What follows belongs to an exercise in optimizing a design on an open flow for small area, a short achievable clock period and few clock cycles per item; a production flow would make more cautious choices. RTL that was checked went through simulation tests only; none was proved equivalent to the original. Power is estimated from default activity; no workload was simulated.

## rev 12
==> flow/design.v <==
package sle_pkg;
    localparam int IDX_BITS = 9;
    typedef enum logic [1:0] {
        ACT_INSERT = 2'd0,
        ACT_GET    = 2'd1,
        ACT_LOCATE = 2'd2
    } action_t;
    typedef enum logic [1:0] {
        ST_DONE  = 2'd0,
        ST_RANGE = 2'd1,
        ST_FULL  = 2'd2
    } status_t;
    typedef struct packed {
        logic [1:0]         action;
        logic [4:0]         position;
        logic signed [31:0] item_value;
    } req_t;
    typedef struct packed {
        logic [1:0]         status;
        logic signed [31:0] read_value;
        logic [4:0]         found_position;
        logic [4:0]         count_now;
    } rsp_t;
    typedef struct packed {
        logic       insert_en;
        logic [4:0] slot;
    } cell_cmd_t;
endpackage
module sle_cell #(
    parameter int VALUE_BITS = 32
) (
    input  logic                  clk,
    input  logic                  hold,     
    input  logic                  shift,    
    input  logic                  load,     
    input  logic                  live,     
    input  logic                  rsel,     
    input  logic [VALUE_BITS-1:0] key,
    input  logic [VALUE_BITS-1:0] prev,
    output logic [VALUE_BITS-1:0] value,
    output logic                  hit,
    output logic [VALUE_BITS-1:0] rd
);
    logic [VALUE_BITS-1:0] value_reg;
    always_ff @(posedge clk)
    begin
        value_reg <= ({VALUE_BITS{hold}}  & value_reg) |
                     ({VALUE_BITS{shift}} & prev) |
                     ({VALUE_BITS{load}}  & key);
    end
    assign value = value_reg;
    assign hit   = live && (value_reg == key);
    assign rd    = {VALUE_BITS{rsel}} & value_reg;
endmodule
module sequential_list_engine #(
    parameter int MAX_ENTRIES = 16,
    parameter int VALUE_BITS  = 32
) (
    input  logic          clk,
    input  logic          rst_n,
    input  logic          req_valid,
    output logic          req_stall,
    input  sle_pkg::req_t req,
    output logic          rsp_valid,
    input  logic          rsp_stall,
    output sle_pkg::rsp_t rsp
);
    localparam int CNT_W = $clog2(MAX_ENTRIES + 1);
    logic [CNT_W-1:0]       count_reg;
    logic [MAX_ENTRIES-1:0] live;
    logic                   rsp_valid_reg;
    sle_pkg::rsp_t          rsp_reg;
    logic                   rsp_hold;
    logic                   accept;
    assign rsp_hold  = rsp_valid_reg && rsp_stall;
    assign req_stall = rsp_hold;
    assign accept    = req_valid && !rsp_hold;
    logic                   is_ins, is_get, is_loc;
    logic [MAX_ENTRIES:0]   at;        
    logic [MAX_ENTRIES-1:0] upto;      
    logic                   ins_in, ins_full, ins_ok, get_ok, go;
    logic [VALUE_BITS-1:0]  key;
    logic [VALUE_BITS-1:0]  cell_value [MAX_ENTRIES];
    logic [VALUE_BITS-1:0]  cell_rd    [MAX_ENTRIES];
    logic [MAX_ENTRIES-1:0] hit;
    logic [VALUE_BITS-1:0]  rd_any;
    assign key    = VALUE_BITS'($unsigned(req.item_value));
    assign is_ins = (req.action == sle_pkg::ACT_INSERT);
    assign is_get = (req.action == sle_pkg::ACT_GET);
    assign is_loc = (req.action == sle_pkg::ACT_LOCATE);
    always_comb
    begin
        for (int i = 0; i <= MAX_ENTRIES; i++)
            at[i] = (req.position == 5'(i + 1));
        for (int i = 0; i < MAX_ENTRIES; i++)
            upto[i] = (req.position != 5'd0) && (req.position <= 5'(i + 1));
    end
    always_comb
    begin
        ins_in = at[0];
        get_ok = 1'b0;
        for (int i = 0; i < MAX_ENTRIES; i++)
        begin
            ins_in = ins_in | (at[i+1] & live[i]);
            get_ok = get_ok | (at[i] & live[i]);
        end
        get_ok = get_ok & is_get;
    end
    assign ins_full = live[MAX_ENTRIES-1];
    assign ins_ok   = is_ins && ins_in && !ins_full;
    assign go       = accept && ins_ok;
    genvar k;
    generate
        for (k = 0; k < MAX_ENTRIES; k++)
        begin : g_cell
            logic [VALUE_BITS-1:0] prev;
            if (k == 0)
            begin : g_head
                assign prev = '0;
            end
            else
            begin : g_body
                assign prev = cell_value[k-1];
            end
            sle_cell #(
                .VALUE_BITS (VALUE_BITS)
            ) u_cell (
                .clk   (clk),
                .hold  (!(go && upto[k])),
                .shift (go && upto[k] && !at[k]),
                .load  (go && at[k]),
                .live  (live[k]),
                .rsel  (at[k] && is_get),
                .key   (key),
                .prev  (prev),
                .value (cell_value[k]),
                .hit   (hit[k]),
                .rd    (cell_rd[k])
            );
        end
    endgenerate
    always_comb
    begin
        rd_any = '0;
        for (int i = 0; i < MAX_ENTRIES; i++)
            rd_any = rd_any | cell_rd[i];
    end
    logic [MAX_ENTRIES-1:0] seen;      
    logic [MAX_ENTRIES-1:0] first;
    logic [4:0]             found;
    always_comb
    begin
        seen[0] = 1'b0;
        for (int i = 1; i < MAX_ENTRIES; i++)
            seen[i] = seen[i-1] | hit[i-1];
        first = hit & ~seen;
        found = '0;
        for (int i = 0; i < MAX_ENTRIES; i++)
            found = found | ({5{first[i]}} & 5'(i + 1));
    end
    logic [CNT_W-1:0] count_next;
    assign count_next = ins_ok ? count_reg + CNT_W'(1) : count_reg;
    always_ff @(posedge clk or negedge rst_n)
    begin
        if (!rst_n)
        begin
            count_reg     <= '0;
            live          <= '0;
            rsp_valid_reg <= 1'b0;
        end
        else
        begin
            if (go)
            begin
                count_reg <= count_reg + CNT_W'(1);
                live      <= {live[MAX_ENTRIES-2:0], 1'b1};
            end
            if (!rsp_hold)
                rsp_valid_reg <= req_valid;
        end
    end
    always_ff @(posedge clk)
    begin
        if (!rsp_hold)
        begin
            rsp_reg.status         <= (ins_ok || is_loc || get_ok) ? sle_pkg::ST_DONE :
                                      (is_ins && (ins_in || (at[MAX_ENTRIES] && ins_full))) ? sle_pkg::ST_FULL :
                                      sle_pkg::ST_RANGE;
            rsp_reg.read_value     <= get_ok ? $signed(rd_any) : '0;
            rsp_reg.found_position <= is_loc ? found : 5'd0;
            rsp_reg.count_now      <= 5'(count_next);
        end
    end
    assign rsp_valid = rsp_valid_reg;
    assign rsp       = rsp_reg;
endmodule
module sle_top (
    input  logic        clk,
    input  logic        rst_n,
    input  logic        req_valid,
    output logic        req_stall,
    input  logic [1:0]  req_action,
    input  logic [4:0]  req_position,
    input  logic [31:0] req_item_value,
    output logic        rsp_valid,
    input  logic        rsp_stall,
    output logic [1:0]  rsp_status,
    output logic [31:0] rsp_read_value,
    output logic [4:0]  rsp_found_position,
    output logic [4:0]  rsp_count_now
);
    sle_pkg::req_t req;
    sle_pkg::rsp_t rsp;
    assign req.action     = req_action;
    assign req.position   = req_position;
    assign req.item_value = req_item_value;
    sequential_list_engine #(
        .MAX_ENTRIES (16),
        .VALUE_BITS  (32)
    ) u_engine (
        .clk       (clk),
        .rst_n     (rst_n),
        .req_valid (req_valid),
        .req_stall (req_stall),
        .req       (req),
        .rsp_valid (rsp_valid),
        .rsp_stall (rsp_stall),
        .rsp       (rsp)
    );
    assign rsp_status         = rsp.status;
    assign rsp_read_value     = rsp.read_value;
    assign rsp_found_position = rsp.found_position;
    assign rsp_count_now      = rsp.count_now;
endmodule
clock: 3.9 ns
lec_check: 0
cap_margin: 20
core_margin: 2
core_utilization: 65
place_density: 0.8
setup_slack_margin: 1.5
slew_margin: 20
standard.sh (not shown) runs the stock make flow with config.mk's settings and CLKGATE_MAP_FILE= SYNTH_SCRIPT=/design/flow/synth_recipe.tcl, a recipe that flattens the netlist after the stock synthesis.
==> flow/flow/run.sh <==
#!/bin/bash
# Standard synthesis, then the standard ORFS layout with port buffers of a
# plain buffer cell and gate sizing not restricted to the cell's footprint.
set -euo pipefail
bash standard.sh synth > synth.log 2>&1
bash standard.sh MATCH_CELL_FOOTPRINT=0 "BUFFER_PORTS_ARGS=-buffer_cell sky130_fd_sc_hd__buf_2" finish > layout.log 2>&1
Rev 12 failed in 5_1_grt with GRT-0116.
Input-level comparison between rev 13 and rev 12:
diff --git a/flow/design.v b/flow/design.v
--- a/flow/design.v
+++ b/flow/design.v
@@ -107,10 +107,12 @@
         get_ok = get_ok & is_get;
     end
     assign ins_full = live[MAX_ENTRIES-1];
     assign ins_ok   = is_ins && ins_in && !ins_full;
     assign go       = accept && ins_ok;
+    logic go_cells;
+    assign go_cells = accept && is_ins && !ins_full;
     genvar k;
     generate
         for (k = 0; k < MAX_ENTRIES; k++)
         begin : g_cell
             logic [VALUE_BITS-1:0] prev;
@@ -124,13 +126,13 @@
             end
             sle_cell #(
                 .VALUE_BITS (VALUE_BITS)
             ) u_cell (
                 .clk   (clk),
-                .hold  (!(go && upto[k])),
-                .shift (go && upto[k] && !at[k]),
-                .load  (go && at[k]),
+                .hold  (!(go_cells && upto[k])),
+                .shift (go_cells && upto[k] && !at[k]),
+                .load  (go_cells && at[k]),
                 .live  (live[k]),
                 .rsel  (at[k] && is_get),
                 .key   (key),
                 .prev  (prev),
                 .value (cell_value[k]),
==> summary.txt <==
- Rev 13 vs rev 12, pre-CTS setup slack went down by 0.70 ns.
- Multiplexer share of the synthesized area for rev 13 is lower than for rev 12.
- Cmp rev 13 and rev 12 / number of instances resized during post-cts repair / lower: rev 13
- The log for rev 13 ends in 5_1_grt with error GRT-0232, so the run never completed.
- Summary — overall die height, rev 13 relative to rev 12: lower, by 4.6 um.
- Looking at synthesized area per cell across rev 13 and rev 12, the one that comes out higher is rev 13.
- Number of buffers added by the clock tree synthesis step ends up lower on rev 13.
- Going from rev 12 to rev 13, share of the yosys chip area belonging to registers went up by 1.7 points, area of the mapped netlist went down by 4.2%.
Testbench counts of rev 13, summed over its fixed seeds: cycles 9,648, items 9,600.
No functional check of the RTL was part of rev 12.

* * *

Another version of the RTL of sle_top (not shown whole).
Size in the first run: about 3400 cells after synthesis, roughly 590 flip-flops, ~89 I/O pins, roughly 0.032 sq mm of cells after synthesis.
## sle_top
module sle_top (
    input  logic        clk,
    input  logic        rst_n,
    input  logic        req_valid,
    output logic        req_stall,
    input  logic [1:0]  req_action,
    input  logic [4:0]  req_position,
    input  logic [31:0] req_item_value,
    output logic        rsp_valid,
    input  logic        rsp_stall,
    output logic [1:0]  rsp_status,
    output logic [31:0] rsp_read_value,
    output logic [4:0]  rsp_found_position,
    output logic [4:0]  rsp_count_now
);
==> module sequential_list_engine, before the edit <==
module sequential_list_engine #(
    parameter int MAX_ENTRIES = 16,
    parameter int VALUE_BITS  = 32
) (
    input  logic          clk,
    input  logic          rst_n,
    input  logic          req_valid,
    output logic          req_stall,
    input  sle_pkg::req_t req,
    output logic          rsp_valid,
    input  logic          rsp_stall,
    output sle_pkg::rsp_t rsp
);
    localparam int CNT_W = $clog2(MAX_ENTRIES + 1);
    logic [CNT_W-1:0]       count_reg;
    logic [MAX_ENTRIES-1:0] live;
    logic                   rsp_valid_reg;
    sle_pkg::rsp_t          rsp_reg;
    logic                   rsp_hold;
    logic                   accept;
    assign rsp_hold  = rsp_valid_reg && rsp_stall;
    assign req_stall = rsp_hold;
    assign accept    = req_valid && !rsp_hold;
    logic                   is_ins, is_get, is_loc;
    logic [MAX_ENTRIES:0]   at;        
    logic [MAX_ENTRIES-1:0] upto;      
    logic                   ins_in, ins_full, ins_ok, get_ok, go;
    logic [VALUE_BITS-1:0]  key;
    logic [VALUE_BITS-1:0]  cell_value [MAX_ENTRIES];
    logic [VALUE_BITS-1:0]  cell_rd    [MAX_ENTRIES];
    logic [MAX_ENTRIES-1:0] hit;
    logic [VALUE_BITS-1:0]  rd_any;
    assign key    = VALUE_BITS'($unsigned(req.item_value));
    assign is_ins = (req.action == sle_pkg::ACT_INSERT);
    assign is_get = (req.action == sle_pkg::ACT_GET);
    assign is_loc = (req.action == sle_pkg::ACT_LOCATE);
    always_comb
    begin
        for (int i = 0; i <= MAX_ENTRIES; i++)
            at[i] = (req.position == 5'(i + 1));
        for (int i = 0; i < MAX_ENTRIES; i++)
            upto[i] = (req.position != 5'd0) && (req.position <= 5'(i + 1));
    end
    always_comb
    begin
        ins_in = at[0];
        get_ok = 1'b0;
        for (int i = 0; i < MAX_ENTRIES; i++)
        begin
            ins_in = ins_in | (at[i+1] & live[i]);
            get_ok = get_ok | (at[i] & live[i]);
        end
        get_ok = get_ok & is_get;
    end
    assign ins_full = live[MAX_ENTRIES-1];
    assign ins_ok   = is_ins && ins_in && !ins_full;
    assign go       = accept && ins_ok;
    logic go_cells;
    assign go_cells = accept && is_ins && !ins_full;
    genvar k;
    generate
        for (k = 0; k < MAX_ENTRIES; k++)
        begin : g_cell
            logic [VALUE_BITS-1:0] prev;
            if (k == 0)
            begin : g_head
                assign prev = '0;
            end
            else
            begin : g_body
                assign prev = cell_value[k-1];
            end
            sle_cell #(
                .VALUE_BITS (VALUE_BITS)
            ) u_cell (
                .clk   (clk),
                .hold  (!(go_cells && upto[k])),
                .shift (go_cells && upto[k] && !at[k]),
                .load  (go_cells && at[k]),
                .live  (live[k]),
                .rsel  (at[k] && is_get),
                .key   (key),
                .prev  (prev),
                .value (cell_value[k]),
                .hit   (hit[k]),
                .rd    (cell_rd[k])
            );
        end
    endgenerate
    always_comb
    begin
        rd_any = '0;
        for (int i = 0; i < MAX_ENTRIES; i++)
            rd_any = rd_any | cell_rd[i];
    end
    logic [MAX_ENTRIES-1:0] dup;
    logic [MAX_ENTRIES-1:0] seen;      
    logic [MAX_ENTRIES-1:0] first;
    logic [4:0]             found;
    always_comb
    begin
        seen[0] = 1'b0;
        for (int i = 1; i < MAX_ENTRIES; i++)
            seen[i] = seen[i-1] | hit[i-1];
        first = hit & ~dup;
        found = '0;
        for (int i = 0; i < MAX_ENTRIES; i++)
            found = found | ({5{first[i]}} & 5'(i + 1));
    end
    always_ff @(posedge clk)
    begin
        for (int i = 0; i < MAX_ENTRIES; i++)
        begin
            if (go_cells && at[i])
                dup[i] <= seen[i];
            else if (go_cells && upto[i] && i > 0)
                dup[i] <= dup[(i > 0) ? i - 1 : 0] | hit[(i > 0) ? i - 1 : 0];
        end
    end
    logic [CNT_W-1:0] count_next;
    assign count_next = ins_ok ? count_reg + CNT_W'(1) : count_reg;
    always_ff @(posedge clk or negedge rst_n)
    begin
        if (!rst_n)
        begin
            count_reg     <= '0;
            live          <= '0;
            rsp_valid_reg <= 1'b0;
        end
        else
        begin
            if (go)
            begin
                count_reg <= count_reg + CNT_W'(1);
                live      <= {live[MAX_ENTRIES-2:0], 1'b1};
            end
            if (!rsp_hold)
                rsp_valid_reg <= req_valid;
        end
    end
    always_ff @(posedge clk)
    begin
        if (!rsp_hold)
        begin
            rsp_reg.status         <= (ins_ok || is_loc || get_ok) ? sle_pkg::ST_DONE :
                                      (is_ins && (ins_in || (at[MAX_ENTRIES] && ins_full))) ? sle_pkg::ST_FULL :
                                      sle_pkg::ST_RANGE;
            rsp_reg.read_value     <= get_ok ? $signed(rd_any) : '0;
            rsp_reg.found_position <= is_loc ? found : 5'd0;
            rsp_reg.count_now      <= 5'(count_next);
        end
    end
    assign rsp_valid = rsp_valid_reg;
    assign rsp       = rsp_reg;
endmodule
clock: 3.9 ns
lec_check: 0
cap_margin: 20
core_margin: 2
core_utilization: 40
place_density: 0.6
setup_slack_margin: 1.5
slew_margin: 20
Scripts as last shown in full above: flow/flow/run.sh
Testbench counts at the start, summed over its fixed seeds: cycles 9,648, items 9,600.
Edit:
--- a/flow/design.v
+++ b/flow/design.v
@@ -145,33 +145,22 @@
     begin
         rd_any = '0;
         for (int i = 0; i < MAX_ENTRIES; i++)
             rd_any = rd_any | cell_rd[i];
     end
-    logic [MAX_ENTRIES-1:0] dup;
     logic [MAX_ENTRIES-1:0] seen;      
     logic [MAX_ENTRIES-1:0] first;
     logic [4:0]             found;
     always_comb
     begin
         seen[0] = 1'b0;
         for (int i = 1; i < MAX_ENTRIES; i++)
             seen[i] = seen[i-1] | hit[i-1];
-        first = hit & ~dup;
+        first = hit & ~seen;
         found = '0;
         for (int i = 0; i < MAX_ENTRIES; i++)
             found = found | ({5{first[i]}} & 5'(i + 1));
-    end
-    always_ff @(posedge clk)
-    begin
-        for (int i = 0; i < MAX_ENTRIES; i++)
-        begin
-            if (go_cells && at[i])
-                dup[i] <= seen[i];
-            else if (go_cells && upto[i] && i > 0)
-                dup[i] <= dup[(i > 0) ? i - 1 : 0] | hit[(i > 0) ? i - 1 : 0];
-        end
     end
     logic [CNT_W-1:0] count_next;
     assign count_next = ins_ok ? count_reg + CNT_W'(1) : count_reg;
     always_ff @(posedge clk or negedge rst_n)
     begin
Die area goes down by a few percent.
Final cell count goes down by a few percent.
Power goes down by a few percent.
Count of clock-buffer cells in the layout goes down by 3.
Critical path depth goes down by 2.
Core utilization goes down by 0.16 points.
Hold slack hardly moves.
Testbench counts after the change, summed over its fixed seeds: cycles 9,648, items 9,600.

-- separate check: timing with driven ports --
Ports are ideal in the flow. The routed layouts listed here were re-timed in OpenROAD.
Step 1: set_driving_cell puts a clkbuf_16 on clk and a buf_2 on each other input, an assumption about the parent block.
Step 2 times the ports against the registers' clock, not the clock port: input delays grow and output delays shrink by t, the midpoint of the rising clock arrivals with the driver on.
Three values: ideal, step 1, step 2; two values: the first two.
run	shift t [ns]	setup WS [ns]	hold WS [ns]	worst slew at a driven data input, ns
the first run of note 2	0.687	1.217 / 1.217 / 0.585	0.124 / 0.079 / 0.493	0.12
the second run of note 2	0.700	1.262 / 1.262 / 0.622	0.122 / 0.068 / 0.479	0.08
After both steps setup and hold are still met in every run listed. For the second run of note 2, which loses most, drivers alone change the setup slack by 0.000 ns; drivers and shift together by -0.640 ns.
